This design comes from an exercise in tuning for small area on the open sky130 flow, not from production work.
The RTL was checked by simulation tests, not by an equivalence proof against the original design.
No activity file was given, so power comes from the tool's default toggle rates.

[flow/design.v]
package flowCtrlPkg;
  localparam int DEST_W = 2;
  localparam int NUM_CH = 1 << DEST_W;
  typedef logic [NUM_CH-1:0] chMask_t;
  typedef enum logic [2:0] {
    stReset,
    stInit,
    stIdle,
    stActive,
    stPause,
    stContinue,
    stError
  } fsmState_e;
endpackage
`timescale 1ns/1ps
module syncFifo #(
  parameter int WORD_W     = 8,
  parameter int DEPTH      = 8,
  parameter int CNT_W      = 4,
  parameter bit GUARD_PUSH = 1'b1,   
  parameter bit GUARD_POP  = 1'b1    
) (
  input  logic              CLK,
  input  logic              arstN,
  input  logic              push,
  input  logic [WORD_W-1:0] pushData,
  input  logic              pop,
  output logic [WORD_W-1:0] popData,
  output logic [CNT_W-1:0]  count,
  output logic              empty,
  output logic              full
);
  logic [DEPTH-1:0][WORD_W-1:0] mem;
  logic [DEPTH-1:0]             sel;
  logic                         doPush;
  logic                         doPop;
  assign empty  = (count == '0);
  assign full   = count[CNT_W-1];
  assign doPush = GUARD_PUSH ? (push && !full) : push;
  assign doPop  = GUARD_POP ? (pop && !empty) : pop;
  always_comb begin
    sel[DEPTH-1] = count[CNT_W-1];
    for (int k = 1; k < DEPTH; k++) begin
      sel[k-1] = (count[CNT_W-2:0] == (CNT_W-1)'(k));
    end
  end
  for (genvar i = 0; i < DEPTH; i++) begin : gEntry
    fifoRow #(.WORD_W(WORD_W)) row_i (
      .CLK(CLK), .load(doPush), .keep(!doPush),
      .d((i == 0) ? pushData : mem[(i == 0) ? 0 : i-1]), .q(mem[i])
    );
  end
  fifoReadMux #(.WORD_W(WORD_W), .DEPTH(DEPTH)) readMux_i (
    .sel(sel), .mem(mem), .data(popData)
  );
  logic up;
  logic down;
  logic [CNT_W-1:0] carry;
  logic [CNT_W-1:0] borrow;
  assign up   = doPush && !doPop;
  assign down = doPop && !doPush;
  always_comb begin
    carry[0]  = 1'b1;
    borrow[0] = 1'b1;
    for (int i = 1; i < CNT_W; i++) begin
      carry[i]  = carry[i-1] && count[i-1];
      borrow[i] = borrow[i-1] && !count[i-1];
    end
  end
  always_ff @(posedge CLK or negedge arstN) begin
    if (!arstN) begin
      count <= '0;
    end else begin
      count <= count ^ (({CNT_W{up}} & carry) | ({CNT_W{down}} & borrow));
    end
  end
endmodule
module fifoRow #(
  parameter int WORD_W = 8
) (
  input  logic              CLK,
  input  logic              load,
  input  logic              keep,
  input  logic [WORD_W-1:0] d,
  output logic [WORD_W-1:0] q
);
  always_ff @(posedge CLK) begin
    q <= ({WORD_W{load}} & d) | ({WORD_W{keep}} & q);
  end
endmodule
module fifoReadMux #(
  parameter int WORD_W = 8,
  parameter int DEPTH  = 8
) (
  input  logic [DEPTH-1:0]             sel,
  input  logic [DEPTH-1:0][WORD_W-1:0] mem,
  output logic [WORD_W-1:0]            data
);
  for (genvar b = 0; b < WORD_W; b++) begin : gBit
    logic lo;
    logic mid;
    aoi222 lo_i (
      .a1(sel[0]), .a2(mem[0][b]), .b1(sel[1]), .b2(mem[1][b]),
      .c1(sel[2]), .c2(mem[2][b]), .y(lo)
    );
    aoi222 mid_i (
      .a1(sel[3]), .a2(mem[3][b]), .b1(sel[4]), .b2(mem[4][b]),
      .c1(sel[5]), .c2(mem[5][b]), .y(mid)
    );
    aoi22Nand hi_i (
      .a1(sel[6]), .a2(mem[6][b]), .b1(sel[7]), .b2(mem[7][b]),
      .p(lo), .q(mid), .y(data[b])
    );
  end
endmodule
module aoi222 (
  input  logic a1,
  input  logic a2,
  input  logic b1,
  input  logic b2,
  input  logic c1,
  input  logic c2,
  output logic y
);
  assign y = !((a1 && a2) || (b1 && b2) || (c1 && c2));
endmodule
module aoi22Nand (
  input  logic a1,
  input  logic a2,
  input  logic b1,
  input  logic b2,
  input  logic p,
  input  logic q,
  output logic y
);
  assign y = !(p && q && !((a1 && a2) || (b1 && b2)));
endmodule
`timescale 1ns/1ps
module flowCtrlFsm #(
  parameter int DEPTH = 8,
  parameter int CNT_W = 4
) (
  input  logic                                      CLK,
  input  logic                                      arstN,
  input  logic                                      init,
  input  flowCtrlPkg::chMask_t                      inEmpty,
  input  flowCtrlPkg::chMask_t                      outFull,
  input  logic [flowCtrlPkg::NUM_CH-1:0][CNT_W-1:0] outCount,
  input  logic [CNT_W-1:0]                          lowThreshIn,
  input  logic [CNT_W-1:0]                          highThreshIn,
  output flowCtrlPkg::chMask_t                      outPaused,
  output logic                                      arbEnable,
  output logic                                      initBusy,
  output logic                                      idle,
  output flowCtrlPkg::chMask_t                      stbPause,
  output flowCtrlPkg::chMask_t                      stbContinue,
  output flowCtrlPkg::chMask_t                      error,
  output flowCtrlPkg::fsmState_e                    state
);
  flowCtrlPkg::fsmState_e nextState;
  flowCtrlPkg::chMask_t   pauseRise;
  flowCtrlPkg::chMask_t   contRise;
  logic [CNT_W-1:0]       lowThresh;
  logic [CNT_W-1:0]       highThresh;
  logic                   eventsOn;
  logic                   runNext;
  assign eventsOn = (state == flowCtrlPkg::stActive) || (state == flowCtrlPkg::stPause) ||
                    (state == flowCtrlPkg::stContinue);
  assign arbEnable = eventsOn || (state == flowCtrlPkg::stIdle);
  assign runNext = (nextState == flowCtrlPkg::stIdle) || (nextState == flowCtrlPkg::stActive) ||
                   (nextState == flowCtrlPkg::stPause) || (nextState == flowCtrlPkg::stContinue);
  assign initBusy = (state == flowCtrlPkg::stInit);
  for (genvar d = 0; d < flowCtrlPkg::NUM_CH; d++) begin : gChan
    chanFlowCtrl #(.CNT_W(CNT_W)) chan_i (
      .CLK(CLK), .arstN(arstN), .eventsOn(eventsOn),
      .count(outCount[d]), .lowThresh(lowThresh), .highThresh(highThresh),
      .full(outFull[d]),
      .pauseRise(pauseRise[d]), .contRise(contRise[d]),
      .paused(outPaused[d]), .stbPause(stbPause[d]), .stbContinue(stbContinue[d]),
      .error(error[d])
    );
  end
  always_comb begin
    nextState = state;
    case (state)
      flowCtrlPkg::stReset: begin
        nextState = flowCtrlPkg::stInit;
      end
      flowCtrlPkg::stInit: begin
        if (!init) begin
          nextState = flowCtrlPkg::stIdle;
        end
      end
      flowCtrlPkg::stIdle: begin
        if (|outFull) begin
          nextState = flowCtrlPkg::stError;
        end else if (!(&inEmpty)) begin
          nextState = flowCtrlPkg::stActive;
        end
      end
      flowCtrlPkg::stActive, flowCtrlPkg::stPause, flowCtrlPkg::stContinue: begin
        if (|outFull) begin
          nextState = flowCtrlPkg::stError;
        end else if (|pauseRise) begin
          nextState = flowCtrlPkg::stPause;
        end else if (|contRise) begin
          nextState = flowCtrlPkg::stContinue;
        end else begin
          nextState = flowCtrlPkg::stActive;
        end
      end
      flowCtrlPkg::stError: begin
        nextState = flowCtrlPkg::stError;
      end
      default: begin
        nextState = flowCtrlPkg::stReset;
      end
    endcase
  end
  always_ff @(posedge CLK or negedge arstN) begin
    if (!arstN) begin
      state       <= flowCtrlPkg::stReset;
      idle        <= 1'b0;
      lowThresh   <= '0;
      highThresh  <= CNT_W'(DEPTH);
    end else begin
      state       <= nextState;
      idle        <= runNext && (&inEmpty);
      if (state == flowCtrlPkg::stInit) begin
        lowThresh  <= lowThreshIn;
        highThresh <= (highThreshIn > CNT_W'(DEPTH)) ? CNT_W'(DEPTH) : highThreshIn;
      end
    end
  end
endmodule
module chanFlowCtrl #(
  parameter int CNT_W = 4
) (
  input  logic             CLK,
  input  logic             arstN,
  input  logic             eventsOn,
  input  logic [CNT_W-1:0] count,
  input  logic [CNT_W-1:0] lowThresh,
  input  logic [CNT_W-1:0] highThresh,
  input  logic             full,
  output logic             pauseRise,
  output logic             contRise,
  output logic             paused,
  output logic             stbPause,
  output logic             stbContinue,
  output logic             error
);
  logic almostFull;
  logic almostEmpty;
  logic afPrev;
  logic aePrev;
  function automatic logic geq(input logic [CNT_W-1:0] a, input logic [CNT_W-1:0] b);
    logic r;
    r = 1'b1;
    for (int i = 0; i < CNT_W; i++) begin
      r = (a[i] & ~b[i]) | ((a[i] | ~b[i]) & r);
    end
    geq = r;
  endfunction
  assign almostFull  = geq(count, highThresh);
  assign almostEmpty = geq(lowThresh, count);
  assign pauseRise = eventsOn && almostFull && !afPrev && !paused;
  assign contRise  = eventsOn && almostEmpty && !aePrev && paused;
  always_ff @(posedge CLK or negedge arstN) begin
    if (!arstN) begin
      afPrev      <= 1'b0;
      aePrev      <= 1'b0;
      paused      <= 1'b0;
      stbPause    <= 1'b0;
      stbContinue <= 1'b0;
      error       <= 1'b0;
    end else begin
      afPrev      <= eventsOn && almostFull;
      aePrev      <= eventsOn && almostEmpty;
      paused      <= (paused && !contRise) || pauseRise;
      stbPause    <= pauseRise;
      stbContinue <= contRise;
      error       <= error || full;
    end
  end
endmodule
`timescale 1ns/1ps
module rrArbiter #(
  parameter int WORD_W = 8
) (
  input  logic                                       CLK,
  input  logic                                       arstN,
  input  logic                                       enable,
  input  flowCtrlPkg::chMask_t                       inEmpty,
  input  logic [flowCtrlPkg::NUM_CH-1:0][WORD_W-1:0] inHead,
  output flowCtrlPkg::chMask_t                       inPop,
  input  flowCtrlPkg::chMask_t                       outBlocked,
  output flowCtrlPkg::chMask_t                       outPush,
  output logic [WORD_W-1:0]                          outWord,
  output flowCtrlPkg::chMask_t                       creditReturn
);
  localparam int NUM_CH = flowCtrlPkg::NUM_CH;
  localparam int IDX_W  = $clog2(NUM_CH);
  localparam int DEST_W = flowCtrlPkg::DEST_W;
  flowCtrlPkg::chMask_t eligible;
  flowCtrlPkg::chMask_t grant;       
  logic [IDX_W-1:0]     lastGrant;
  logic [IDX_W-1:0]     lastGrantN;  
  logic [IDX_W-1:0]     grantIdx;
  logic                 grantedQ;
  logic                 found;
  assign lastGrant = ~lastGrantN;
  for (genvar i = 0; i < NUM_CH; i++) begin : gSrc
    arbEligible #(.DEST_W(DEST_W)) elig_i (
      .enable(enable), .empty(inEmpty[i]),
      .dest(inHead[i][WORD_W-1 -: DEST_W]), .blocked(outBlocked),
      .eligible(eligible[i])
    );
  end
  arbPick pick_i (.eligible(eligible), .last(lastGrant), .grant(grant), .grantIdx(grantIdx));
  assign found = |eligible;
  assign inPop = grant;
  for (genvar b = 0; b < WORD_W; b++) begin : gWord
    andOr4 word_i (
      .s0(grant[0]), .d0(inHead[0][b]), .s1(grant[1]), .d1(inHead[1][b]),
      .s2(grant[2]), .d2(inHead[2][b]), .s3(grant[3]), .d3(inHead[3][b]),
      .y(outWord[b])
    );
  end
  always_comb begin
    for (int d = 0; d < NUM_CH; d++) begin
      outPush[d] = found && (outWord[WORD_W-1 -: DEST_W] == DEST_W'(d));
    end
  end
  always_comb begin
    for (int i = 0; i < NUM_CH; i++) begin
      creditReturn[i] = grantedQ && (lastGrant == IDX_W'(i));
    end
  end
  always_ff @(posedge CLK or negedge arstN) begin
    if (!arstN) begin
      lastGrantN <= '0;
      grantedQ   <= 1'b0;
    end else begin
      grantedQ <= found;
      if (found) begin
        lastGrantN <= ~grantIdx;
      end
    end
  end
endmodule
module arbEligible #(
  parameter int DEST_W = 2
) (
  input  logic                  enable,
  input  logic                  empty,
  input  logic [DEST_W-1:0]     dest,
  input  logic [(1<<DEST_W)-1:0] blocked,
  output logic                  eligible
);
  assign eligible = enable && !empty && !blocked[dest];
endmodule
module arbPick (
  input  logic [3:0] eligible,
  input  logic [1:0] last,
  output logic [3:0] grant,
  output logic [1:0] grantIdx
);
  always_comb begin
    logic [3:0] pick;
    logic       taken;
    grant = '0;
    for (int l = 0; l < 4; l++) begin
      pick  = '0;
      taken = 1'b0;
      for (int k = 1; k <= 4; k++) begin
        pick[(l + k) % 4] = eligible[(l + k) % 4] && !taken;
        taken = taken || eligible[(l + k) % 4];
      end
      if (last == 2'(l)) begin
        grant = pick;
      end
    end
    grantIdx = {grant[3] | grant[2], grant[3] | grant[1]};
  end
endmodule
module andOr4 (
  input  logic s0,
  input  logic d0,
  input  logic s1,
  input  logic d1,
  input  logic s2,
  input  logic d2,
  input  logic s3,
  input  logic d3,
  output logic y
);
  assign y = (s0 && d0) || (s1 && d1) || (s2 && d2) || (s3 && d3);
endmodule
`timescale 1ns/1ps
module vcSwitch #(
  parameter int WORD_W = 8,
  parameter int DEPTH  = 8,
  parameter int CNT_W  = $clog2(DEPTH + 1)
) (
  input  logic                                       CLK,
  input  logic                                       arstN,
  input  logic                                       init,
  input  logic [CNT_W-1:0]                           lowThreshIn,
  input  logic [CNT_W-1:0]                           highThreshIn,
  input  flowCtrlPkg::chMask_t                       inPush,
  input  logic [flowCtrlPkg::NUM_CH-1:0][WORD_W-1:0] inData,
  output flowCtrlPkg::chMask_t                       creditReturn,
  input  flowCtrlPkg::chMask_t                       outPop,
  output logic [flowCtrlPkg::NUM_CH-1:0][WORD_W-1:0] outData,
  output flowCtrlPkg::chMask_t                       outEmpty,
  output logic                                       idle,
  output logic                                       initBusy,
  output flowCtrlPkg::chMask_t                       stbPause,
  output flowCtrlPkg::chMask_t                       stbContinue,
  output flowCtrlPkg::chMask_t                       error,
  output flowCtrlPkg::fsmState_e                     state
);
  localparam int PAY_W = WORD_W - flowCtrlPkg::DEST_W;
  flowCtrlPkg::chMask_t                       inEmpty;
  flowCtrlPkg::chMask_t                       inPop;
  flowCtrlPkg::chMask_t                       outPush;
  logic [flowCtrlPkg::NUM_CH-1:0][WORD_W-1:0] inHead;
  logic [WORD_W-1:0]                          outWord;
  logic [flowCtrlPkg::NUM_CH-1:0][CNT_W-1:0]  outCount;
  logic                                       arbEnable;
  flowCtrlPkg::chMask_t                       outFull;
  flowCtrlPkg::chMask_t                       outPaused;
  for (genvar ch = 0; ch < flowCtrlPkg::NUM_CH; ch++) begin : gChan
    logic [PAY_W-1:0] outPayload;
    syncFifo #(.WORD_W(WORD_W), .DEPTH(DEPTH), .CNT_W(CNT_W),
               .GUARD_PUSH(1'b1), .GUARD_POP(1'b0)) inFifo_i (
      .CLK(CLK), .arstN(arstN),
      .push(inPush[ch]), .pushData(inData[ch]),
      .pop(inPop[ch]), .popData(inHead[ch]),
      .count(), .empty(inEmpty[ch]), .full()
    );
    syncFifo #(.WORD_W(PAY_W), .DEPTH(DEPTH), .CNT_W(CNT_W),
               .GUARD_PUSH(1'b0), .GUARD_POP(1'b1)) outFifo_i (
      .CLK(CLK), .arstN(arstN),
      .push(outPush[ch]), .pushData(outWord[PAY_W-1:0]),
      .pop(outPop[ch]), .popData(outPayload),
      .count(outCount[ch]), .empty(outEmpty[ch]), .full(outFull[ch])
    );
    assign outData[ch] = {flowCtrlPkg::DEST_W'(ch), outPayload};
  end
  rrArbiter #(.WORD_W(WORD_W)) rrArbiter_i (
    .CLK(CLK), .arstN(arstN),
    .enable(arbEnable),
    .inEmpty(inEmpty), .inHead(inHead), .inPop(inPop),
    .outBlocked(outPaused | outFull),
    .outPush(outPush), .outWord(outWord),
    .creditReturn(creditReturn)
  );
  flowCtrlFsm #(.DEPTH(DEPTH), .CNT_W(CNT_W)) flowCtrlFsm_i (
    .CLK(CLK), .arstN(arstN),
    .init(init), .inEmpty(inEmpty),
    .outFull(outFull), .outCount(outCount),
    .lowThreshIn(lowThreshIn), .highThreshIn(highThreshIn),
    .outPaused(outPaused),
    .arbEnable(arbEnable), .initBusy(initBusy), .idle(idle),
    .stbPause(stbPause), .stbContinue(stbContinue),
    .error(error), .state(state)
  );
endmodule
[flow/flow/run.sh]
#!/bin/bash
# The standard layout, with two changes to what the tools are told:
#  - port buffers are the smallest buffer cell instead of the tool's pick
#  - CTS inserts no dummy loads, and clusters sinks under large leaf buffers
set -euo pipefail
export BUFFER_PORTS_ARGS="-buffer_cell sky130_fd_sc_hd__buf_1"
export CTS_ARGS="-sink_clustering_enable -repair_clock_nets -dont_use_dummy_load -buf_list sky130_fd_sc_hd__clkbuf_16 -sink_clustering_size 35 -sink_clustering_max_diameter 90"
bash standard.sh > standard.log 2>&1
[flow/standard.sh]
#!/bin/bash
# synth_recipe.tcl (not shown) runs the flow's synth.tcl, then flattens the netlist and writes it again
# the make line also repeats each setting of config.mk as NAME=value (left out here)
make -C /OpenROAD-flow-scripts/flow DESIGN_CONFIG=/design/flow/config.mk WORK_HOME=/design/flow/orfs CLKGATE_MAP_FILE= SYNTH_SCRIPT=/design/flow/synth_recipe.tcl "${@:-finish}"
[flow/config.mk]
export PLATFORM = sky130hd
export DESIGN_NAME = vcSwitch
export DESIGN_NICKNAME = vcSwitch
export VERILOG_FILES = /design/flow/design.v
export SDC_FILE = /design/flow/constraint.sdc
export NUM_CORES = 4
export LEC_CHECK = 0
export CAP_MARGIN = 0
export CORE_MARGIN = 2
export CORE_UTILIZATION = 40
export SLEW_MARGIN = 0
export SYNTH_HIERARCHICAL = 1
export SYNTH_MINIMUM_KEEP_SIZE = 0
[flow/constraint.sdc]
create_clock -name core_clock -period 5.0 [get_ports {CLK}]
set_input_delay 1.0000 -clock core_clock [delete_from_list [all_inputs] [get_ports {CLK}]]
set_output_delay 1.0000 -clock core_clock [all_outputs]
set_load 0.01 [all_outputs]
==> out/results.tsv, run 1 <==
metric	value	unit
Net Sw Power	4.63	mW
Design Power	12.7	mW
min Tclk post-route	4740	ps
Root Buffer	clkbuf_16	
Avg Cell Area, Syn	11.9	um2
status	no timing/DRC/antenna violations	
design area	0.0219	mm2
core area	0.0502	mm2
RD Place Congestion	0.821	
Crit Path Class	flip-flop to flip-flop	
cells after synthesis	1713	
synth warn	14	
Slew Limit Fails	0	
initial antenna violation count	0	
Vert. Die Dim	229	um
Placement Setup Slack	-68.0	ps
Switching Fraction	0.365	
Vias	14900	
initial core utilization	0.405	
ANT nets after route	0	
clock tree buffer depth	3	
post-route setup slack	255	ps
Placed Area	0.0212	mm2
Routed WL per cell	20.0	um
Startpoint Class	flip-flop	
GR Util All Layers	0.179	
setup TNS	0	ps
first-pass GRT wire length	77.5	mm
Min-Delay Path Class	flip-flop to flip-flop	
TritonCTS buffer count	23	
row cnt	82	
f_max	211	MHz
IR drop worst, VDD	269	uV
Power Dens Cells	579	mW/mm2
internal power	8.07	mW
relative slew slack	0.264	
final wirelength	49.1	mm
Critical Path Fanout Max	49	
WP data arrival	5210	ps
DIE WIDTH	229	um
Core Util, Final	0.437	
H-tree levels	1	
Leak	8.52	nW
vias in the first global route	13700	
HPWL Detailed	32.4	mm
Clock Power Share	0.164	
IO Pins	108	
Cell Area, Synth	0.0203	mm2
Setup-failing EPs final	0	
grt ovf	0	
Vias per Instance	6.06	
largest net degree at the start of global routing	66	
Hold Buf Count CTS	0	
worst-skew pair later-pin latency	600	ps
combinational power share	0.308	
Final Hold Viols	0	
fraction of layout cells with a size suffix above 1	0.105	
clock sink count	519	
Finished Layout Cells	2458	
Max-Cap Viols	0	
IO Port Bufs	99	
Syn-to-layout area delta	8.01	%
Worst Setup End Kind	flip-flop	
TritonCTS clock tree	yes	
DRT iter0 DRCs	1974	
clk_skew	64.3	ps
Clk pin slew, worst setup/hold paths	110	ps
hold_ws	450	ps
Sequential Power Share	0.528	
dpl cells	2428	
data required time at the worst endpoint	5460	ps
Nets	1855	
actual slew at the worst max-slew pin	1100	ps
ant diodes	0	
Pre-Repair DR Iteration Count	8	
DRC	0	
Fill cells	4667	
die area	0.0526	mm2
Final Cycle Share	0.949	
placed cells by master, fill, tap and decap left out, drive strengths merged, types with 19 or more instances in the layout:
master	count
nand2	47
nand2b	25
dfxtp	448
buf	143
nor3	19
nand3	62
clkbuf	24
a22o	448
nor2b	22
nor3b	42
nor2	26
a222oi	112
a22oi	72
xnor2	20
dfrtp	70
inv	36
final timing paths:
path,start,to,slack (ps),cells after the start
max in group asynchronous,arstN,gChan[1].outFifo_i.count[1],3610,2
max reg2reg,gChan[3].inFifo_i.count[0],gChan[1].outFifo_i.count[3],260,18
min reg2reg,flowCtrlFsm_i.gChan[0].chan_i.aePrev,flowCtrlFsm_i.gChan[0].chan_i.stbContinue,450,1
min in group asynchronous,arstN,gChan[2].outFifo_i.count[0],470,1
max,gChan[3].inFifo_i.count[0],gChan[1].outFifo_i.count[3],260,18
min,flowCtrlFsm_i.gChan[0].chan_i.aePrev,flowCtrlFsm_i.gChan[0].chan_i.stbContinue,450,1
registers in the layout (all words and copies together), names as in the netlist, 4 cells and up:
| register | flops |
|---|---|
| gChan.inFifo_i.gEntry.row_i.q | 256 |
| gChan.outFifo_i.gEntry.row_i.q | 192 |
| gChan.inFifo_i.count | 16 |
| gChan.outFifo_i.count | 16 |
| flowCtrlFsm_i.gChan.chan_i.aePrev | 4 |
| flowCtrlFsm_i.gChan.chan_i.afPrev | 4 |
| flowCtrlFsm_i.gChan.chan_i.error | 4 |
| flowCtrlFsm_i.gChan.chan_i.paused | 4 |
| flowCtrlFsm_i.gChan.chan_i.stbContinue | 4 |
| flowCtrlFsm_i.gChan.chan_i.stbPause | 4 |
| flowCtrlFsm_i.highThresh | 4 |
| flowCtrlFsm_i.lowThresh | 4 |
routing by layer:
layer,GRT usage,vias to the layer above,routed length [um]
li1,-,7014,-
met1,0.274,7377,24100
met2,0.267,440,21300
met3,0.0238,57,2580
met4,0.0416,0,1060
met5,0,-,0
critical path, stage by stage (launching register included):
cell        delay [ps]
dfrtp_2            510
clkinvlp_4         190
nor3b_4             70
buf_4              150
a222oi_1           480
nand3_1            230
mux4_2             360
nor3b_4            350
nor2b_4            250
o21ai_0             90
and3_4             250
a22oi_1            260
nand2_2            150
nor3b_4            350
buf_12             270
ha_1               240
nand2_1             80
a2bb2oi_2          150
xnor2_1            180
timing repair:
item / in CTS / in global routing
setup buffers: 1 / 6
pin swaps: 0 / 7
setup endpoints to repair: 3 / 57
gates resized for setup: 2 / 16
cell type report:
| class | instances | area (um2) | share of cell area |
|---|---|---|---|
| Tap cell | 672 | 841 | 0.0383 |
| Timing Repair Buffer | 144 | 726 | 0.0331 |
| Inverter | 43 | 173 | 0.00787 |
| Clock buffer | 23 | 576 | 0.0262 |
| Multi-Input combinational cell | 1057 | 8880 | 0.405 |
| Sequential cell | 519 | 10800 | 0.490 |
power groups by stage:
| stage | logic (mW) | clock network [mW] | registers (mW) |
|---|---|---|---|
| finish | 3.91 | 2.08 | 6.71 |
| global route | 4.24 | 2.30 | 6.90 |
| CTS | 3.84 | 2.15 | 6.67 |
| detailed placement | 3.82 | 0 | 6.75 |
| global placement | 3.76 | 0 | 6.72 |
| floorplan | 3.33 | 0 | 6.28 |
==> run 2: changes to the inputs <==
==> flow/flow/run.sh (replaced) <==
#!/bin/bash
# The standard layout, with two changes to what the tools are told:
#  - port buffers are the smallest buffer cell instead of the tool's pick
#  - CTS inserts no dummy loads, and clusters sinks under large leaf buffers
set -euo pipefail
export BUFFER_PORTS_ARGS="-buffer_cell sky130_fd_sc_hd__buf_1"
export CTS_ARGS="-sink_clustering_enable -repair_clock_nets -dont_use_dummy_load -buf_list sky130_fd_sc_hd__clkbuf_16 -sink_clustering_size 30 -sink_clustering_max_diameter 80"
bash standard.sh > standard.log 2>&1
--- a/flow/config.mk
+++ b/flow/config.mk
@@ -8,5 +8,6 @@
 export CAP_MARGIN = 0
 export CORE_MARGIN = 2
-export CORE_UTILIZATION = 40
+export CORE_UTILIZATION = 60
+export PLACE_DENSITY = 0.7
 export SLEW_MARGIN = 0
 export SYNTH_HIERARCHICAL = 1
==> run 2 against run 1 <==
  * Power is 0.42% lower
  * Combinational power is 1% lower
  * Sequential share of layout area is 0.62 points higher
  * Critical path depth is 1 lower
  * Clock power hardly changed
  * Non-clock buffer count is 1 lower
  * Core utilization is 21 points higher
  * First-iteration DRC count is 18% lower
  * Routed wire length is 5.2% lower
  * Global-route usage is 7.7 points higher
  * Worst setup slack worse by 68 ps
  * Synthesized area stayed put
  * Critical path type unchanged
  * Largest power group unchanged
  * Highest routed layer unchanged
==> out/results.tsv, run 2 <==
metric	value	unit	change
Worst Setup End Kind	flip-flop		
Root Buffer	clkbuf_16		
Design Power	12.6	mW	-0.42%
Cell Area, Synth	0.0203	mm2	unchanged
Syn-to-layout area delta	6.65	%	
IO Pins	108		unchanged
RD Place Congestion	0.894		+8.9%
clk_skew	73.3	ps	+9.01 ps
ANT nets after route	0		unchanged
initial antenna violation count	0		unchanged
min Tclk post-route	4810	ps	+68.0 ps
fraction of layout cells with a size suffix above 1	0.104		-0.00112
DRC	0		unchanged
DIE WIDTH	188	um	-18%
H-tree levels	1		unchanged
combinational power share	0.306		-0.002
cells after synthesis	1713		unchanged
data required time at the worst endpoint	5410	ps	-50 ps
ant diodes	0		unchanged
IR drop worst, VDD	344	uV	+28%
design area	0.0217	mm2	-1.3%
Routed WL per cell	20.8	um	+4.3%
Pre-Repair DR Iteration Count	9		+1
internal power	8.08	mW	+0.12%
core area	0.0334	mm2	-33%
Placed Area	0.0209	mm2	-1.4%
Avg Cell Area, Syn	11.9	um2	unchanged
TritonCTS clock tree	yes		
row cnt	67		-18%
Worst R2R End	gChan[0].outFifo_i.count[3]		
Min-Delay Path Class	input pin to async pin		
HPWL Detailed	30.2	mm	-6.9%
Critical Path Fanout Max	22		-55%
R2R Setup Slk	190	ps	-70 ps
first-pass GRT wire length	75.0	mm	-3.3%
Hold Buf Count CTS	0		unchanged
WP data arrival	5220	ps	about the same
Critical R2R Launch	gChan[1].inFifo_i.count[1]		
status	no timing/DRC/antenna violations		
Final Hold Viols	0		unchanged
top cell family by delay on the critical path	simple AND/OR/NAND/NOR gates		
Startpoint Class	flip-flop		
Slew Limit Fails	0		unchanged
Max-Cap Viols	0		unchanged
Crit Path Class	flip-flop to flip-flop		
Nets	1855		unchanged
Clk pin slew, worst setup/hold paths	110	ps	about the same
f_max	208	MHz	-1.4%
IO Port Bufs	99		unchanged
die area	0.0353	mm2	-33%
worst path bufs/invs	2		-1
Final Cycle Share	0.963		+0.0136
clock tree buffer depth	3		unchanged
biggest regs	gChan.inFifo_i.gEntry.row_i.q (256), gChan.outFifo_i.gEntry.row_i.q (192)		
Clock Power Share	0.164		about the same
Power Dens Cells	584	mW/mm2	+0.85%
max incr delay on CP	640	ps	+130 ps
DRT iter0 DRCs	1620		-18%
Net Sw Power	4.57	mW	-1.4%
Leak	8.53	nW	+0.15%
TritonCTS buffer count	24		+4.3%
grt ovf	0		unchanged
max reg flops	256		unchanged
final wirelength	46.5	mm	-5.2%
CP max stage cell	nor3b_2		
GR Util All Layers	0.257		+0.0771
largest net degree at the start of global routing	66		unchanged
R2R cell count	17		-1
Fill cells	2601		-44%
crit path cell chain	nor3b_2 -> a222oi_1 -> nand3_1 -> mux4_2 -> nor3b_4 -> a21oi_1 -> a21oi_1 -> o21ai_2 -> buf_4 -> a22oi_1 -> nand2_1 -> nor3_4 -> buf_4 -> ha_1 -> nand2_1 -> a2bb2oi_2 -> xnor2_1		
Vert. Die Dim	188	um	-18%
Vias per Instance	6.68		+10%
met1 usage	0.388		+0.114
initial core utilization	0.607		+0.202
relative slew slack	0.296		+0.0322
critical path depth	17		-1
clock sink count	519		unchanged
M3 GR Usage	0.0309		+0.00710
vias in the first global route	13700		+0.31%
Switching Fraction	0.361		-0.00346
synth warn	14		unchanged
Sequential Power Share	0.530		+0.002
busiest grt layer	met2		
global routing met2 resource utilization	0.393		+0.126
most flop-heavy register	gChan.inFifo_i.gEntry.row_i.q		
worst-skew pair later-pin latency	580	ps	-20 ps
actual slew at the worst max-slew pin	1060	ps	-46.0 ps
Setup-failing EPs final	0		unchanged
Vias	14900		+0.30%
most frequent cells in the layout	a22o_1, dfxtp_1, a222oi_1		
[run 2: worst reg2reg max path, cell delays in order, from the launching register on]
cell and delay [ps]:
dfrtp_1 520, nor3b_2 640, a222oi_1 230, nand3_1 220, mux4_2 560, nor3b_4 320, a21oi_1 110, a21oi_1 190
o21ai_2 100, buf_4 170, a22oi_1 240, nand2_1 240, nor3_4 230, buf_4 280, ha_1 240, nand2_1 80
a2bb2oi_2 150, xnor2_1 120
[run 2: power groups by stage]
stage | clock network, mW | logic, mW | registers (mW)
2_1_floorplan | 0 | 3.33 | 6.28
3_3_place_gp | 0 | 3.72 | 6.69
3_5_place_dp | 0 | 3.80 | 6.74
4_1_cts | 2.14 | 3.82 | 6.66
5_1_grt | 2.27 | 4.23 | 6.90
6_report | 2.08 | 3.87 | 6.70
[run 2: layer usage]
layer / part of all wire / vias up
li1: - / 7009
met1: 0.47 / 7387
met2: 0.45 / 474
met3: 0.060 / 62
met4: 0.023 / 0
met5: 0 / -
[run 2: worst max path at each step]
stage               slack, ps                           to                       start
floorplan                -880  gChan[1].outFifo_i.count[2]  gChan[3].inFifo_i.count[0]
global placement          190  gChan[3].outFifo_i.count[2]  gChan[1].inFifo_i.count[0]
detailed placement        110  gChan[3].outFifo_i.count[2]  gChan[3].inFifo_i.count[0]
CTS                        30  gChan[3].outFifo_i.count[2]  gChan[1].inFifo_i.count[0]
global route              -80  gChan[2].outFifo_i.count[2]  gChan[1].inFifo_i.count[1]
finish                    190  gChan[0].outFifo_i.count[3]  gChan[1].inFifo_i.count[1]
[run 2: stage by stage]
step / hold WS (ps) / TNS (ps) / setup slack, ps / instances / util
after floorplan: 422 / -59010 / -876 / 1719 / -
after global placement: 442 / 0 / 193 / 2201 / 0.626
after detailed placement: 448 / 0 / 113 / 2201 / 0.626
after CTS: 457 / 0 / 25.2 / 2225 / 0.644
after global routing: 475 / -227 / -82.2 / 2234 / 0.648
final: 465 / 0 / 187 / 2234 / 0.648
[run 2: layout make-up]
cell class,instances,area (um2),area share
Clock buffer,24,601,0.0277
Inverter,43,173,0.00797
Multi-Input combinational cell,1057,8880,0.410
Sequential cell,519,10700,0.496
Tap cell,448,561,0.0259
Timing Repair Buffer,143,706,0.0326
[run 2: timing repair]
| action | CTS | global route |
|---|---|---|
| setup buffers | 0 | 9 |
| resized for setup | 0 | 13 |
| endpoints found under the setup margin | 0 | 206 |
==> run 3: changes to the inputs <==
--- a/flow/config.mk
+++ b/flow/config.mk
@@ -8,6 +8,6 @@
 export CAP_MARGIN = 0
 export CORE_MARGIN = 2
-export CORE_UTILIZATION = 60
-export PLACE_DENSITY = 0.7
+export CORE_UTILIZATION = 40
+export GPL_TIMING_DRIVEN = 0
 export SLEW_MARGIN = 0
 export SYNTH_HIERARCHICAL = 1
==> run 3 against run 2 <==
  * Critical path type unchanged
  * Largest power group unchanged
  * Design area grew 6.3%
  * Non-clock buffer count rose by 97
  * Combinational power increased by 13%
  * Largest cell class unchanged
  * Die area up 49%
==> out/results.tsv, run 3 <==
metric	value	unit	change
status	no timing/DRC/antenna violations		
row cnt	82		+22%
synth warn	14		unchanged
Leak	9.08	nW	+6.5%
grt ovf	0		unchanged
relative slew slack	0.168		-0.128
Max-Cap Viols	0		unchanged
Worst setup startpoint	gChan[0].inFifo_i.count[2]		
Vias	15300		+2.5%
Final Hold Viols	0		unchanged
die area	0.0526	mm2	+49%
fraction of layout cells with a size suffix above 1	0.157		+0.0526
Power Dens Cells	574	mW/mm2	-1.7%
Critical R2R Launch	gChan[0].inFifo_i.count[2]		
DRT iter0 DRCs	1698		+4.8%
max incr delay on CP	550	ps	-90 ps
Pre-Repair DR Iteration Count	8		-1
WP data arrival	5230	ps	about the same
clk_skew	49.5	ps	-23.8 ps
DIE WIDTH	229	um	+22%
biggest regs	gChan.inFifo_i.gEntry.row_i.q (256), gChan.outFifo_i.gEntry.row_i.q (192)		
core area	0.0502	mm2	+50%
Min-Delay Path Class	input pin to async pin		
crit path cell chain	or2_4 -> nor2_4 -> a222oi_1 -> nand3_1 -> mux4_2 -> nor3b_4 -> a21oi_1 -> a21oi_1 -> o21ai_4 -> a22oi_1 -> nand2_4 -> nor3_4 -> buf_12 -> buf_4 -> buf_8 -> ha_1 -> nand2_1 -> a2bb2oi_2 -> xnor2_1		
initial antenna violation count	0		unchanged
Clk pin slew, worst setup/hold paths	100	ps	about the same
most flop-heavy register	gChan.inFifo_i.gEntry.row_i.q		
IO Port Bufs	99		unchanged
most frequent cells in the layout	a22o_1, dfxtp_1, a222oi_1		
IR drop worst, VDD	297	uV	-14%
final wirelength	51.9	mm	+12%
Setup-failing EPs final	0		unchanged
Nets	1964		+5.9%
H-tree levels	1		unchanged
Hold Buf Count CTS	0		unchanged
design area	0.0230	mm2	+6.3%
Critical Path Fanout Max	18		-18%
Syn-to-layout area delta	13.4	%	
Routed WL per cell	20.2	um	-2.8%
cells after synthesis	1713		unchanged
clock tree buffer depth	3		unchanged
setup TNS	0	ps	unchanged
worst-skew pair later-pin latency	590	ps	about the same
TritonCTS buffer count	27		+13%
IO Pins	108		unchanged
Design Power	13.2	mW	+4.5%
first-pass GRT wire length	83.2	mm	+11%
GR Util All Layers	0.193		-0.0634
Avg Cell Area, Syn	11.9	um2	unchanged
data required time at the worst endpoint	5440	ps	+30 ps
Worst Setup End Kind	flip-flop		
largest net degree at the start of global routing	37		-44%
Root Buffer	clkbuf_16		
TritonCTS clock tree	yes		
HPWL Detailed	35.8	mm	+18%
Final Cycle Share	0.957		-0.00581
vias in the first global route	14700		+7.4%
RD Place Congestion	0.868		-2.9%
Startpoint Class	flip-flop		
Placed Area	0.0219	mm2	+4.8%
f_max	209	MHz	+0.61%
Vert. Die Dim	229	um	+22%
max reg flops	256		unchanged
clock sink count	519		unchanged
Crit Path Class	flip-flop to flip-flop		
Cell Area, Synth	0.0203	mm2	unchanged
ANT nets after route	0		unchanged
ant diodes	0		unchanged
actual slew at the worst max-slew pin	1250	ps	+189 ps
initial core utilization	0.405		-0.202
Slew Limit Fails	0		unchanged
min Tclk post-route	4780	ps	-29.0 ps
hold_ws	304	ps	-161 ps
Vias per Instance	5.96		-11%
CP max stage cell	dfrtp_1		
Crit path top cell by count	a21oi_1		
DRC	0		unchanged
## run 3: cell count changes in the layout (fill, tap and decap cells not counted), moves of 3 or more
cell and change:
buf_12 +3, buf_16 +3, buf_2 +41, buf_6 +49
buf_8 +3, clkbuf_16 +3, clkinv_1 -3, clkinvlp_4 +9
nand2b_1 +4, nand2b_2 -4, nor2_1 -3
## run 3: worst paths after layout
kind                       cells past startpoint                                        end  slack (ps)
setup reg to reg                              19                gChan[0].outFifo_i.count[3]         220
min in group core_clock                        1  flowCtrlFsm_i.gChan[3].chan_i.stbContinue         450
setup / recovery                              19                gChan[0].outFifo_i.count[3]         220
max in group asynchronous                      3       flowCtrlFsm_i.gChan[0].chan_i.afPrev        3920
hold / removal                                 1                 gChan[2].inFifo_i.count[0]         300
hold reg to reg                                1  flowCtrlFsm_i.gChan[3].chan_i.stbContinue         450
## run 3: report_power, final
group | internal (mW) | switching (mW) | total (mW)
registers | 5.42 | 1.19 | 6.61
clock network | 0.961 | 1.29 | 2.25
logic | 2.09 | 2.27 | 4.36
total | 8.47 | 4.75 | 13.2
## run 3: critical path, delay by kind of cell (launching register included)
| kind | cells | cell delay (ps) |
|---|---|---|
| AO/OA/AOI/OAI | 6 | 1340 |
| XOR/XNOR | 1 | 120 |
| adder cells (fa/ha/maj) | 1 | 210 |
| buffers and inverters | 3 | 490 |
| flip-flops | 1 | 550 |
| multiplexers | 1 | 520 |
| AND/OR/NAND/NOR | 7 | 1390 |
## run 3: repair_timing
item,CTS,global route
buffers inserted,12,21
setup endpoints to repair,208,140
pin swaps,8,14
resized for setup,14,15
gates cloned,9,0
## run 3: layout make-up
type,count,area (um2)
sequential,519,10700
clock buffer,27,676
timing repair buffer,140,805
fill,4606,27100
timing repair inverter,8,55.1
multi-input combinational,1058,8900
inverter,43,184
buffer,100,831
tap,672,841
## run 3: per-layer routing
metal / GRT usage / part of all wire / vias up
met1: 0.279 / 0.48 / 7569
met2: 0.306 / 0.45 / 439
met5: 0 / 0 / -
met4: 0.0526 / 0.027 / 0
li1: - / - / 7227
met3: 0.0213 / 0.048 / 72
## run 3: metrics by stage
step	util	worst slack, ps	instances
floorplan	-	-876	1719
global placement	0.434	-2340	2490
detailed placement	0.437	-1390	2498
CTS	0.455	10.3	2546
global route	0.459	-46.6	2567
finish	0.459	216	2567
==> run 4: changes to the inputs <==
--- a/flow/config.mk
+++ b/flow/config.mk
@@ -8,6 +8,6 @@
 export CAP_MARGIN = 0
 export CORE_MARGIN = 2
-export CORE_UTILIZATION = 40
-export GPL_TIMING_DRIVEN = 0
+export CORE_UTILIZATION = 72
+export PLACE_DENSITY = 0.8
 export SLEW_MARGIN = 0
 export SYNTH_HIERARCHICAL = 1
==> run 4 against run 3 <==
  * Power fell by 5.2%
  * Core utilization grew 31 points
  * Critical endpoint is now gChan[2].outFifo_i.count[2]
  * Die area shrank 44%
  * Largest power group unchanged
  * Maximum frequency up 1.2%
  * Critical path type unchanged
==> out/results.tsv, run 4 <==
metric	value	unit	change
TritonCTS clock tree	yes		
Vias	15000		-1.8%
worst-skew pair later-pin latency	560	ps	-30 ps
Worst setup startpoint	gChan[2].inFifo_i.count[0]		
GR Util All Layers	0.299		+0.106
crit path cell chain	inv_1 -> nor3b_2 -> a222oi_1 -> nand3_1 -> mux4_2 -> nor3b_2 -> buf_4 -> nor2_1 -> o311a_4 -> a22oi_1 -> nand2_1 -> nor3b_4 -> inv_1 -> ha_1 -> nor3b_2 -> a31oi_1 -> xnor2_1		
clock sink count	519		unchanged
ant diodes	0		unchanged
initial core utilization	0.731		+0.326
Min-Delay Path Class	flip-flop to flip-flop		
cells after synthesis	1713		unchanged
biggest regs	gChan.inFifo_i.gEntry.row_i.q (256), gChan.outFifo_i.gEntry.row_i.q (192)		
H-tree levels	1		unchanged
Crit Path Class	flip-flop to flip-flop		
Core Util, Final	0.771		+0.312
worst path bufs/invs	3		unchanged
IR drop worst, VDD	455	uV	+53%
Worst R2R End	gChan[2].outFifo_i.count[2]		
min Tclk post-route	4730	ps	-56.4 ps
Vias per Instance	6.99		+17%
Crit path top cell by count	nor3b_2		
status	no timing/DRC/antenna violations		
R2R cell count	17		-2
WP data arrival	5200	ps	-30 ps
die area	0.0296	mm2	-44%
top cell family by delay on the critical path	simple AND/OR/NAND/NOR gates		
Net Sw Power	4.56	mW	-4.0%
max reg flops	256		unchanged
Clk pin slew, worst setup/hold paths	110	ps	about the same
Routed WL per cell	21.3	um	+5.0%
Power Dens Cells	585	mW/mm2	+2.0%
Nets	1843		-6.2%
DRT iter0 DRCs	2078		+22%
critical path depth	17		-2
actual slew at the worst max-slew pin	1130	ps	-112 ps
R2R Setup Slk	270	ps	+60 ps
row cnt	61		-26%
IO Pins	108		unchanged
ANT nets after route	0		unchanged
Cell Area, Synth	0.0203	mm2	unchanged
Clock Power Share	0.156		-0.014
Critical R2R Launch	gChan[2].inFifo_i.count[0]		
final wirelength	45.7	mm	-12%
Switching Fraction	0.364		+0.00475
Fill cells	1897		-59%
Final Hold Viols	0		unchanged
synth warn	14		unchanged
DIE WIDTH	172	um	-25%
Root Buffer	clkbuf_16		
clk_skew	46.3	ps	-3.19 ps
largest net degree at the start of global routing	67		+81%
CP max stage cell	dfrtp_1		
Placement Setup Slack	116	ps	+1500 ps
Pre-Repair DR Iteration Count	9		+1
first-pass GRT wire length	72.1	mm	-13%
fraction of layout cells with a size suffix above 1	0.0975		-0.0592
f_max	212	MHz	+1.2%
max incr delay on CP	560	ps	about the same
grt ovf	0		unchanged
worst setup path end	gChan[2].outFifo_i.count[2]		
DRC	0		unchanged
Leak	8.43	nW	-7.1%
relative slew slack	0.243		+0.0745
most frequent cells in the layout	a22o_1, dfxtp_1, a222oi_1		
Avg Cell Area, Syn	11.9	um2	unchanged
data required time at the worst endpoint	5470	ps	+30 ps
initial antenna violation count	0		unchanged
vias in the first global route	13600		-8.0%
post-route setup slack	273	ps	+56.4 ps
HPWL Detailed	30.1	mm	-16%
most flop-heavy register	gChan.inFifo_i.gEntry.row_i.q		
Vert. Die Dim	172	um	-25%
Startpoint Class	flip-flop		
combinational power share	0.306		-0.024
Worst Setup End Kind	flip-flop		
TritonCTS buffer count	21		-22%
RD Place Congestion	0.855		-1.5%
Sequential Power Share	0.537		+0.037
internal power	7.97	mW	-5.9%
Syn-to-layout area delta	5.41	%	
Final Cycle Share	0.945		-0.0113
clock tree buffer depth	3		unchanged
Critical Path Fanout Max	10		-8
core area	0.0278	mm2	-45%
Max-Cap Viols	0		unchanged
Setup-failing EPs final	0		unchanged
IO Port Bufs	99		unchanged
Slew Limit Fails	0		unchanged
[run 4: how the worst min path moves through the flow]
stage                                                      to  depth (start not counted)                              startpoint
floorplan           flowCtrlFsm_i.gChan[2].chan_i.stbContinue                          1    flowCtrlFsm_i.gChan[2].chan_i.aePrev
global placement    flowCtrlFsm_i.gChan[1].chan_i.stbContinue                          1    flowCtrlFsm_i.gChan[1].chan_i.aePrev
detailed placement        flowCtrlFsm_i.gChan[2].chan_i.error                          1     flowCtrlFsm_i.gChan[2].chan_i.error
CTS                 flowCtrlFsm_i.gChan[1].chan_i.stbContinue                          1    flowCtrlFsm_i.gChan[1].chan_i.aePrev
global route           gChan[2].inFifo_i.gEntry[2].row_i.q[7]                          1  gChan[2].inFifo_i.gEntry[1].row_i.q[7]
finish                 gChan[2].inFifo_i.gEntry[5].row_i.q[1]                          1  gChan[2].inFifo_i.gEntry[4].row_i.q[1]
[run 4: power groups by stage]
stage	clock network [mW]	logic [mW]	registers (mW)
after global placement	0	3.63	6.71
after global routing	2.13	4.15	6.91
after detailed placement	0	3.75	6.77
after CTS	1.99	3.78	6.69
final	1.96	3.84	6.73
after floorplan	0	3.33	6.28
[run 4: metrics by stage]
step	cells	area, um2	hold slack, ps	power [mW]	TNS [ps]
final	2152	21400	468	12.5	0
after global routing	2152	21400	485	13.2	-1.46
after CTS	2150	21400	468	12.5	0
after detailed placement	2129	20800	450	10.5	0
after global placement	2129	20800	445	10.3	0
after floorplan	1719	20600	422	9.61	-59010
[run 4: what timing repair did]
action / 4_1_cts / 5_1_grt
gates resized for setup: 0 / 9
setup endpoints to repair: 0 / 103
hold buffers: 0 / 0
buffers inserted: 0 / 2
[run 4: cell type report]
type / count / area [um2] / share of cell area
tap: 378 / 473 / 0.0221
inverter: 43 / 173 / 0.00806
clock buffer: 21 / 526 / 0.0245
sequential: 519 / 10700 / 0.502
multi-input combinational: 1057 / 8860 / 0.414
timing repair buffer: 134 / 638 / 0.0298
[run 4: routing by layer]
layer / track usage / vias to the layer above / share of wire
met5: 0 / - / 0
met4: 0.0749 / 0 / 0.021
met3: 0.0350 / 71 / 0.068
met2: 0.466 / 559 / 0.46
met1: 0.448 / 7452 / 0.45
li1: - / 6956 / -
==> run 5: changes to the inputs <==
--- a/flow/config.mk
+++ b/flow/config.mk
@@ -8,6 +8,6 @@
 export CAP_MARGIN = 0
 export CORE_MARGIN = 2
-export CORE_UTILIZATION = 72
-export PLACE_DENSITY = 0.8
+export CORE_UTILIZATION = 80
+export PLACE_DENSITY = 0.88
 export SLEW_MARGIN = 0
 export SYNTH_HIERARCHICAL = 1
==> run 5 against run 4 <==
  * Worst setup slack got worse by 0.78 ps
  * Largest power group unchanged
  * Core utilization is 8.5 points higher
  * Critical endpoint is now gChan[1].outFifo_i.count[2]
  * Critical path depth increased by 1
  * Critical path type unchanged
==> out/results.tsv, run 5 <==
metric	value	unit	change
status	no timing/DRC/antenna violations		
Setup-failing EPs final	0		unchanged
clock sink count	519		unchanged
met2 WL	22.3	mm	+6.3%
IO Port Bufs	99		unchanged
Vias	15500		+3.3%
max reg flops	256		unchanged
DRC	0		unchanged
TritonCTS buffer count	21		unchanged
DRT iter0 DRCs	2580		+24%
internal power	8.01	mW	+0.57%
Net Sw Power	4.67	mW	+2.4%
M1 WL	19.7	mm	-5.0%
largest net degree at the start of global routing	72		+7.5%
actual slew at the worst max-slew pin	1090	ps	-40.1 ps
clk_skew	42.6	ps	-3.69 ps
WL met3	3.77	mm	+22%
min Tclk post-route	4730	ps	+0.783 ps
Pre-Repair DR Iteration Count	9		unchanged
post-route setup slack	272	ps	-0.783 ps
synth warn	14		unchanged
fraction of layout cells with a size suffix above 1	0.101		+0.00327
Root Buffer	clkbuf_16		
Sequential Power Share	0.534		-0.003
Hold Buf Count CTS	0		unchanged
DIE WIDTH	163	um	-5.0%
f_max	211	MHz	about the same
Syn-to-layout area delta	5.49	%	about the same
vias in the first global route	14000		+3.3%
Nets	1845		+0.11%
data required time at the worst endpoint	5460	ps	about the same
most flop-heavy register	gChan.inFifo_i.gEntry.row_i.q		
Critical R2R Launch	gChan[3].inFifo_i.count[0]		
IO Pins	108		unchanged
Critical Path Fanout Max	10		unchanged
Vert. Die Dim	163	um	-5.0%
Worst R2R End	gChan[1].outFifo_i.count[2]		
biggest regs	gChan.inFifo_i.gEntry.row_i.q (256), gChan.outFifo_i.gEntry.row_i.q (192)		
Placement Setup Slack	98.1	ps	-17.8 ps
die area	0.0267	mm2	-9.8%
Vias per Instance	7.37		+5.5%
final wirelength	47.4	mm	+3.6%
ANT nets after route	0		unchanged
cell count of the worst hold path	1		unchanged
Routed WL per cell	22.5	um	+5.8%
IR drop worst, VDD	595	uV	+31%
Worst Setup End Kind	flip-flop		
row cnt	58		-4.9%
Final Hold Viols	0		unchanged
grt ovf	0		unchanged
core area	0.0250	mm2	-9.9%
setup TNS	0	ps	unchanged
Worst Min Path Start	flowCtrlFsm_i.gChan[1].chan_i.aePrev		
TritonCTS clock tree	yes		
initial antenna violation count	3		+3
cells after synthesis	1713		unchanged
H-tree levels	1		unchanged
Cell Area, Synth	0.0203	mm2	unchanged
Startpoint Class	flip-flop		
Min-Delay Path Class	flip-flop to flip-flop		
relative slew slack	0.250		+0.00754
Switching Fraction	0.368		+0.00412
Clock Power Share	0.153		-0.003
most frequent cells in the layout	a22o_1, dfxtp_1, a222oi_1		
HPWL Detailed	30.3	mm	+0.53%
DR top layer	met5		
Core Util, Final	0.856		+0.0852
first-pass GRT wire length	74.0	mm	+2.6%
RD Place Congestion	0.911		+6.5%
Clk pin slew, worst setup/hold paths	110	ps	about the same
R2R Setup Slk	270	ps	about the same
Final Cycle Share	0.946		about the same
combinational power share	0.313		+0.007
R2R cell count	18		+1
WP data arrival	5190	ps	about the same
Crit Path Class	flip-flop to flip-flop		
worst-skew pair later-pin latency	560	ps	about the same
Slew Limit Fails	0		unchanged
clock tree buffer depth	3		unchanged
Power Dens Cells	592	mW/mm2	+1.1%
initial core utilization	0.811		+0.0802
GR Util All Layers	0.341		+0.0414
hold endpoint	flowCtrlFsm_i.gChan[1].chan_i.stbContinue		
Avg Cell Area, Syn	11.9	um2	unchanged
Leak	8.46	nW	+0.30%
Max-Cap Viols	0		unchanged
run 5: power groups by stage:
stage          logic [mW]  registers [mW]  clock network, mW
3_3_place_gp         3.58            6.68                  0
3_5_place_dp         3.73            6.77                  0
5_1_grt              4.26            6.92               2.11
2_1_floorplan        3.33            6.28                  0
6_report             3.97            6.77               1.94
4_1_cts              3.77            6.70               1.97
run 5: how the worst max path moves through the flow:
stage	startpoint	end	slack, ps	depth (start not counted)
6_report	gChan[3].inFifo_i.count[0]	gChan[1].outFifo_i.count[2]	270	18
5_1_grt	gChan[1].inFifo_i.count[1]	gChan[0].outFifo_i.count[2]	-20	17
2_1_floorplan	gChan[3].inFifo_i.count[0]	gChan[1].outFifo_i.count[2]	-880	18
3_5_place_dp	gChan[3].inFifo_i.count[0]	gChan[3].outFifo_i.count[2]	100	16
4_1_cts	gChan[3].inFifo_i.count[0]	gChan[3].outFifo_i.count[2]	110	16
3_3_place_gp	gChan[3].inFifo_i.count[0]	gChan[3].outFifo_i.count[2]	310	16
run 5: cell type report:
class / instances / area [um2]
Timing Repair Buffer: 136 / 653
Inverter: 43 / 173
Tap cell: 330 / 413
Multi-Input combinational cell: 1057 / 8910
Clock buffer: 21 / 526
Fill cell: 1337 / 3610
Antenna cell: 1 / 2.50
Sequential cell: 519 / 10800
run 5: routing by layer:
metal	vias up	GRT usage
met5	-	0
met4	2	0.115
met3	127	0.0475
met2	735	0.533
met1	7688	0.492
li1	6979	-
run 5: stage by stage:
step | area [um2] | cells | hold WS [ps] | power, mW
detailed placement | 20700 | 2074 | 448 | 10.5
global route | 21400 | 2106 | 485 | 13.3
global placement | 20700 | 2074 | 435 | 10.3
finish | 21400 | 2107 | 468 | 12.7
floorplan | 20600 | 1719 | 422 | 9.61
CTS | 21300 | 2095 | 462 | 12.4
run 5: repair_timing:
action / in CTS / in global routing
endpoints found under the hold margin: 0 / 0
gates resized for setup: 1 / 21
buffers inserted: 0 / 11
endpoints found under the setup margin: 1 / 201
pin swaps: 0 / 5
run 5: critical path, cell delays in order, from the launching register on:
cell and delay (ps):
dfrtp_2 480, clkinvlp_4 190, nor3b_4 100, buf_4 160, a222oi_1 500, nand3_1 250
mux4_2 360, nor3b_4 370, nor2b_4 240, o21ai_0 100, and3_4 260, a22oi_1 250
nand2_2 170, nor3b_4 330, clkinvlp_4 180, ha_4 170, nor3b_4 150, a31oi_1 210
xnor2_1 150
==> run 6: changes to the inputs <==
--- a/flow/config.mk
+++ b/flow/config.mk
@@ -8,6 +8,5 @@
 export CAP_MARGIN = 0
 export CORE_MARGIN = 2
-export CORE_UTILIZATION = 80
-export PLACE_DENSITY = 0.88
+export CORE_UTILIZATION = 40
 export SLEW_MARGIN = 0
 export SYNTH_HIERARCHICAL = 1
==> run 6 against run 5 <==
  * Synthesized area unchanged
  * Clock-buffer cell count increased by 8
  * Clock skew about the same
  * Critical endpoint is now gChan[2].outFifo_i.count[2]
  * Hold slack got worse by 5.8 ps
  * Flip-flop and latch count unchanged
  * Cell count increased by 17%
  * Global-route usage decreased by 16 points
  * Via count decreased by 3.8%
==> out/results.tsv, run 6 <==
metric	value	unit	change
Worst Setup End Kind	flip-flop		
Setup-failing EPs final	0		unchanged
final wirelength	49.2	mm	+4.0%
IO Pins	108		unchanged
first-pass GRT wire length	77.8	mm	+5.1%
Core Util, Final	0.440		-0.416
dpl cells	2428		+17%
ANT nets after route	0		unchanged
clock tree buffer depth	3		unchanged
TritonCTS clock tree	yes		
DRT iter0 DRCs	1853		-28%
Startpoint Class	flip-flop		
synth warn	14		unchanged
Max-Cap Viols	0		unchanged
GR Util All Layers	0.180		-0.161
RSZ-0062 raised after global routing	no		
internal power	8.27	mW	+3.2%
Slew Limit Fails	0		unchanged
DRC	0		unchanged
ant diodes	0		-1
vias in the first global route	13800		-1.1%
Fill cells	4657		+250%
RD Place Congestion	0.821		-9.9%
Finished Layout Cells	2465		+17%
Vias	14900		-3.8%
max reg flops	256		unchanged
Switching Fraction	0.360		-0.00793
most flop-heavy register	gChan.inFifo_i.gEntry.row_i.q		
combinational power share	0.302		-0.011
HPWL Detailed	32.4	mm	+7.2%
initial core utilization	0.405		-0.406
grt ovf	0		unchanged
max incr delay on CP	520	ps	+20 ps
DIE WIDTH	229	um	+40%
f_max	211	MHz	about the same
worst path bufs/invs	4		+1
Final Cycle Share	0.947		about the same
Min-Delay Path Class	flip-flop to flip-flop		
initial antenna violation count	0		-3
Clock Power Share	0.179		+0.026
TritonCTS buffer count	29		+38%
Syn-to-layout area delta	8.76	%	
post-route setup slack	267	ps	-4.64 ps
Nets	1862		+0.92%
Power Dens Cells	585	mW/mm2	-1.1%
Critical Path Fanout Max	9		-1
fraction of layout cells with a size suffix above 1	0.109		+0.00797
relative slew slack	0.280		+0.0298
status	no timing/DRC/antenna violations		
setup TNS	0	ps	unchanged
Sequential Power Share	0.519		-0.015
actual slew at the worst max-slew pin	1080	ps	-15.7 ps
WP data arrival	5230	ps	+40 ps
hold_ws	462	ps	-5.82 ps
Avg Cell Area, Syn	11.9	um2	unchanged
biggest regs	gChan.inFifo_i.gEntry.row_i.q (256), gChan.outFifo_i.gEntry.row_i.q (192)		
cells after synthesis	1713		unchanged
clock sink count	519		unchanged
Placement Setup Slack	-68.0	ps	-166 ps
row cnt	82		+41%
IR drop worst, VDD	322	uV	-46%
Vias per Instance	6.06		-18%
CP max stage cell	dfrtp_1		
data required time at the worst endpoint	5500	ps	+40 ps
core area	0.0502	mm2	+100%
Leak	8.59	nW	+1.6%
top cell family by delay on the critical path	simple AND/OR/NAND/NOR gates		
crit path cell chain	inv_1 -> nor3b_4 -> buf_4 -> a222oi_1 -> nand3_1 -> mux4_2 -> nor3b_4 -> a21oi_1 -> a21oi_1 -> o21ai_2 -> buf_4 -> a22oi_1 -> nand2_1 -> nor3b_4 -> inv_1 -> ha_1 -> nor3b_2 -> a31oi_1 -> xnor2_1		
Crit Path Class	flip-flop to flip-flop		
Vert. Die Dim	229	um	+40%
most frequent cells in the layout	a22o_1, dfxtp_1, a222oi_1		
Routed WL per cell	20.0	um	-11%
die area	0.0526	mm2	+97%
Pre-Repair DR Iteration Count	8		-1
H-tree levels	1		unchanged
Cell Area, Synth	0.0203	mm2	unchanged
Net Sw Power	4.66	mW	-0.27%
min Tclk post-route	4730	ps	+4.64 ps
Crit path top cell by count	nor3b_4		
Root Buffer	clkbuf_16		
clk_skew	42.8	ps	+0.205 ps
Clk pin slew, worst setup/hold paths	70	ps	-40 ps
Hold Buf Count CTS	0		unchanged
worst-skew pair later-pin latency	600	ps	+40 ps
largest net degree at the start of global routing	66		-8.3%
IO Port Bufs	99		unchanged
Final Hold Viols	0		unchanged
==> run 6: power groups by stage <==
stage,clock network (mW),logic [mW],registers (mW)
finish,2.31,3.91,6.71
global route,2.54,4.25,6.90
CTS,2.39,3.85,6.67
detailed placement,0,3.82,6.75
global placement,0,3.76,6.72
floorplan,0,3.33,6.28
==> run 6: layout make-up <==
class / instances / area, um2 / share of cell area
multi-input combinational: 1057 / 8870 / 0.402
timing repair buffer: 145 / 733 / 0.0332
inverter: 43 / 173 / 0.00782
clock buffer: 29 / 726 / 0.0328
sequential: 519 / 10800 / 0.487
tap: 672 / 841 / 0.0381
==> run 6: timing repair <==
| action | in CTS | in global routing |
|---|---|---|
| pin swaps | 0 | 6 |
| setup buffers | 1 | 7 |
| endpoints found under the setup margin | 4 | 8 |
| resized for setup | 3 | 14 |
==> run 6: path summary, 6_finish.rpt <==
check / slack, ps / end / cells past startpoint / startpoint
max: 270 / gChan[2].outFifo_i.count[2] / 19 / gChan[1].inFifo_i.count[0]
min: 460 / flowCtrlFsm_i.gChan[0].chan_i.stbContinue / 1 / flowCtrlFsm_i.gChan[0].chan_i.aePrev
max reg2reg: 270 / gChan[2].outFifo_i.count[2] / 19 / gChan[1].inFifo_i.count[0]
min reg2reg: 460 / flowCtrlFsm_i.gChan[0].chan_i.stbContinue / 1 / flowCtrlFsm_i.gChan[0].chan_i.aePrev
max in group asynchronous: 3610 / flowCtrlFsm_i.gChan[3].chan_i.afPrev / 2 / arstN
min in group asynchronous: 490 / gChan[1].inFifo_i.count[2] / 1 / arstN
==> run 6: routing by layer <==
metal  part of all wire  vias to the layer above  GRT usage
met3              0.053                       77     0.0255
met5                  0                        -          0
li1                   -                     7019          -
met2               0.43                      433      0.270
met4              0.026                        0     0.0473
met1               0.49                     7414      0.270
==> run 6: worst register-to-register path: stages (launching register included) <==
cell      delay [ps]
dfrtp_1          520
inv_1            290
nor3b_4           90
buf_4            150
a222oi_1         460
nand3_1          240
mux4_2           370
nor3b_4          420
a21oi_1           80
a21oi_1          170
o21ai_2           90
buf_4            170
a22oi_1          250
nand2_1          230
nor3b_4          310
inv_1            100
ha_1             220
nor3b_2          170
a31oi_1          200
xnor2_1          130
==> run 6: per-stage QoR <==
step | cell area [um2] | total power, mW
4_1_cts | 22000 | 12.9
6_report | 22100 | 12.9
3_5_place_dp | 21200 | 10.6
2_1_floorplan | 20600 | 9.61
5_1_grt | 22100 | 13.7
3_3_place_gp | 21200 | 10.5
==> run 7: changes to the inputs <==
==> flow/flow/run.sh (replaced) <==
#!/bin/bash
# The standard layout, with two changes to what the tools are told:
#  - port buffers are the smallest buffer cell instead of the tool's pick
#  - CTS inserts no dummy loads, and clusters sinks under large leaf buffers
set -euo pipefail
export BUFFER_PORTS_ARGS="-buffer_cell sky130_fd_sc_hd__buf_1"
export CTS_ARGS="-sink_clustering_enable -repair_clock_nets -dont_use_dummy_load -buf_list {sky130_fd_sc_hd__clkbuf_8 sky130_fd_sc_hd__clkbuf_16} -sink_clustering_size 16 -sink_clustering_max_diameter 40"
bash standard.sh > standard.log 2>&1
--- a/flow/config.mk
+++ b/flow/config.mk
@@ -8,5 +8,6 @@
 export CAP_MARGIN = 0
 export CORE_MARGIN = 2
-export CORE_UTILIZATION = 40
+export CORE_UTILIZATION = 60
+export PLACE_DENSITY = 0.7
 export SLEW_MARGIN = 0
 export SYNTH_HIERARCHICAL = 1
==> run 7 against run 6 <==
  * Sequential power barely moved
  * Sequential share of layout area fell by 1.1 points
  * Routed wire length is 3.4% lower
  * Clock skew is 25 ps higher
  * Flip-flop and latch count stayed put
  * Critical path type unchanged
==> out/results.tsv, run 7 <==
metric	value	unit	change
biggest regs	gChan.inFifo_i.gEntry.row_i.q (256), gChan.outFifo_i.gEntry.row_i.q (192)		
ANT nets after route	0		unchanged
dpl cells	2201		-9.3%
clk_skew	68.1	ps	+25.3 ps
Net Sw Power	4.84	mW	+4.0%
Vert. Die Dim	188	um	-18%
DIE WIDTH	188	um	-18%
H-tree levels	2		+1
f_max	208	MHz	-1.3%
RD Place Congestion	0.894		+8.9%
combinational power share	0.274		-0.028
Placed Area	0.0209	mm2	-1.4%
row cnt	67		-18%
Startpoint Class	flip-flop		
Pre-Repair DR Iteration Count	7		-1
status	no timing/DRC/antenna violations		
Routed WL per cell	20.9	um	+4.6%
max reg flops	256		unchanged
ant diodes	0		unchanged
Vias per Instance	6.67		+10%
die area	0.0353	mm2	-33%
clock tree buffer depth	3		unchanged
Crit Path Class	flip-flop to flip-flop		
vias in the first global route	14200		+2.3%
cells after synthesis	1713		unchanged
GR Util All Layers	0.266		+0.0859
Root Buffer	clkbuf_16		
footprint of the multi-input gates	0.00886	mm2	about the same
Leak	8.99	nW	+4.7%
WP data arrival	5250	ps	+20 ps
R2R Setup Slk	200	ps	-60 ps
grt ovf	0		unchanged
Finished Layout Cells	2275		-7.7%
Cell Area, Synth	0.0203	mm2	unchanged
relative slew slack	0.305		+0.0247
min Tclk post-route	4800	ps	+64.2 ps
internal power	9.33	mW	+13%
actual slew at the worst max-slew pin	1040	ps	-36.3 ps
most frequent cells in the layout	a22o_1, dfxtp_1, a222oi_1		
met1 usage	0.391		+0.122
final wirelength	47.6	mm	-3.4%
Final Hold Viols	0		unchanged
busiest grt layer	met2		
Power Dens Cells	627	mW/mm2	+7.2%
setup TNS	0	ps	unchanged
TritonCTS clock tree	yes		
HPWL Detailed	30.2	mm	-6.9%
DRC	0		unchanged
Nets	1896		+1.8%
Min-Delay Path Class	input pin to async pin		
most flop-heavy register	gChan.inFifo_i.gEntry.row_i.q		
Slew Limit Fails	0		unchanged
DRT iter0 DRCs	1754		-5.3%
IR drop worst, VDD	391	uV	+21%
data required time at the worst endpoint	5460	ps	-40 ps
Clk pin slew, worst setup/hold paths	60	ps	about the same
Avg Cell Area, Syn	11.9	um2	unchanged
global routing met2 resource utilization	0.398		+0.128
IO Port Bufs	99		unchanged
initial core utilization	0.607		+0.202
clock sink count	519		unchanged
fraction of layout cells with a size suffix above 1	0.124		+0.0155
Max-Cap Viols	0		unchanged
worst-skew pair later-pin latency	620	ps	+20 ps
synth warn	14		unchanged
Fill cells	2537		-46%
largest net degree at the start of global routing	66		unchanged
Clock Power Share	0.252		+0.073
Hold Buf Count CTS	0		unchanged
Setup-failing EPs final	0		unchanged
Worst Setup End Kind	flip-flop		
first-pass GRT wire length	76.7	mm	-1.3%
core area	0.0334	mm2	-33%
Seq. cell area	0.0107	mm2	about the same
design area	0.0226	mm2	+2.3%
Vias	15200		+1.5%
IO Pins	108		unchanged
Sequential Power Share	0.474		-0.045
Final Cycle Share	0.959		+0.0128
Critical Path Fanout Max	22		+13
initial antenna violation count	0		unchanged
TritonCTS buffer count	60		+110%
Syn-to-layout area delta	11.2	%	
M3 GR Usage	0.0490		+0.0235
Switching Fraction	0.342		-0.0185
## run 7: path summary, 6_finish.rpt
kind / depth (start not counted) / end / start
worst max-delay path: 17 / gChan[0].outFifo_i.count[3] / gChan[1].inFifo_i.count[2]
worst min-delay path: 1 / flowCtrlFsm_i.gChan[3].chan_i.error / arstN
worst max register to register: 17 / gChan[0].outFifo_i.count[3] / gChan[1].inFifo_i.count[2]
worst min register to register: 1 / gChan[0].outFifo_i.gEntry[7].row_i.q[2] / gChan[0].outFifo_i.gEntry[7].row_i.q[2]
max in group asynchronous: 2 / flowCtrlFsm_i.gChan[2].chan_i.stbContinue / arstN
min in group core_clock: 1 / gChan[0].outFifo_i.gEntry[7].row_i.q[2] / gChan[0].outFifo_i.gEntry[7].row_i.q[2]
## run 7: area by class of cell
class / count / share of cell area
multi-input combinational: 1057 / 0.392
clock buffer: 60 / 0.0665
sequential: 519 / 0.476
timing repair buffer: 148 / 0.0329
inverter: 43 / 0.00764
tap: 448 / 0.0248
## run 7: through the flow
stage / utilization / hold WS, ps / total power, mW / worst slack (ps)
finish: 0.675 / 421 / 14.2 / 203
global route: 0.675 / 438 / 15.0 / -50.3
detailed placement: 0.626 / 448 / 10.5 / 113
floorplan: - / 422 / 9.61 / -876
global placement: 0.626 / 442 / 10.4 / 193
CTS: 0.671 / 418 / 14.1 / 42.7
## run 7: power by group through the flow
stage          registers [mW]  clock network [mW]  logic (mW)
4_1_cts                  6.68                3.63        3.82
5_1_grt                  6.91                3.80        4.24
3_3_place_gp             6.69                   0        3.72
6_report                 6.72                3.57        3.88
2_1_floorplan            6.28                   0        3.33
3_5_place_dp             6.74                   0        3.80
## run 7: critical path: stages (launching register included)
cell	delay, ps
dfrtp_1	520
nor3b_2	620
a222oi_1	240
nand3_1	220
mux4_2	560
nor3b_4	320
a21oi_1	100
a21oi_1	200
o21ai_2	100
buf_4	170
a22oi_1	240
nand2_1	240
nor3_4	230
buf_4	280
ha_1	240
nand2_1	80
a2bb2oi_2	150
xnor2_1	140
## run 7: what timing repair did
item,CTS,global route
buffers inserted,0,14
endpoints found under the hold margin,0,0
setup endpoints to repair,0,188
resized for setup,0,11
## run 7: metal layers
metal  routed length, um  share of wire  vias to the layer above
li1                    -              -                     7073
met1               21900           0.46                     7496
met2               21300           0.45                      516
met3                3230          0.068                       80
met4                1100          0.023                        0
met5                   0              0                        -

## separate check: timing with driven ports
No port has a modelled driver above. Below, the same layouts with a new extraction and two added sets of constraints.
Step 1 sets driving cells, clkbuf_16 on the clock port and buf_2 on the other inputs (assumed; they add their load-dependent delay and slew).
Step 2 also shifts input and output timing later by t, the mid clock arrival at the registers, as if the neighbouring blocks saw the same clock.
Slacks: no drivers / after step 1 / after step 2; pairs: no drivers / after step 1.
| run | t, ns | setup slack, ns |
|---|---|---|
| run 1 | 0.623 | 0.255 / 0.255 / 0.255 |
| run 2 | 0.595 | 0.187 / 0.187 / 0.187 |
| run 3 | 0.630 | 0.216 / 0.216 / 0.216 |
| run 4 | 0.584 | 0.273 / 0.273 / 0.273 |
| run 5 | 0.589 | 0.272 / 0.272 / 0.272 |
| run 6 | 0.634 | 0.267 / 0.267 / 0.267 |
| run 7 | 0.639 | 0.203 / 0.203 / 0.203 |
After both steps every run listed still meets setup and hold.
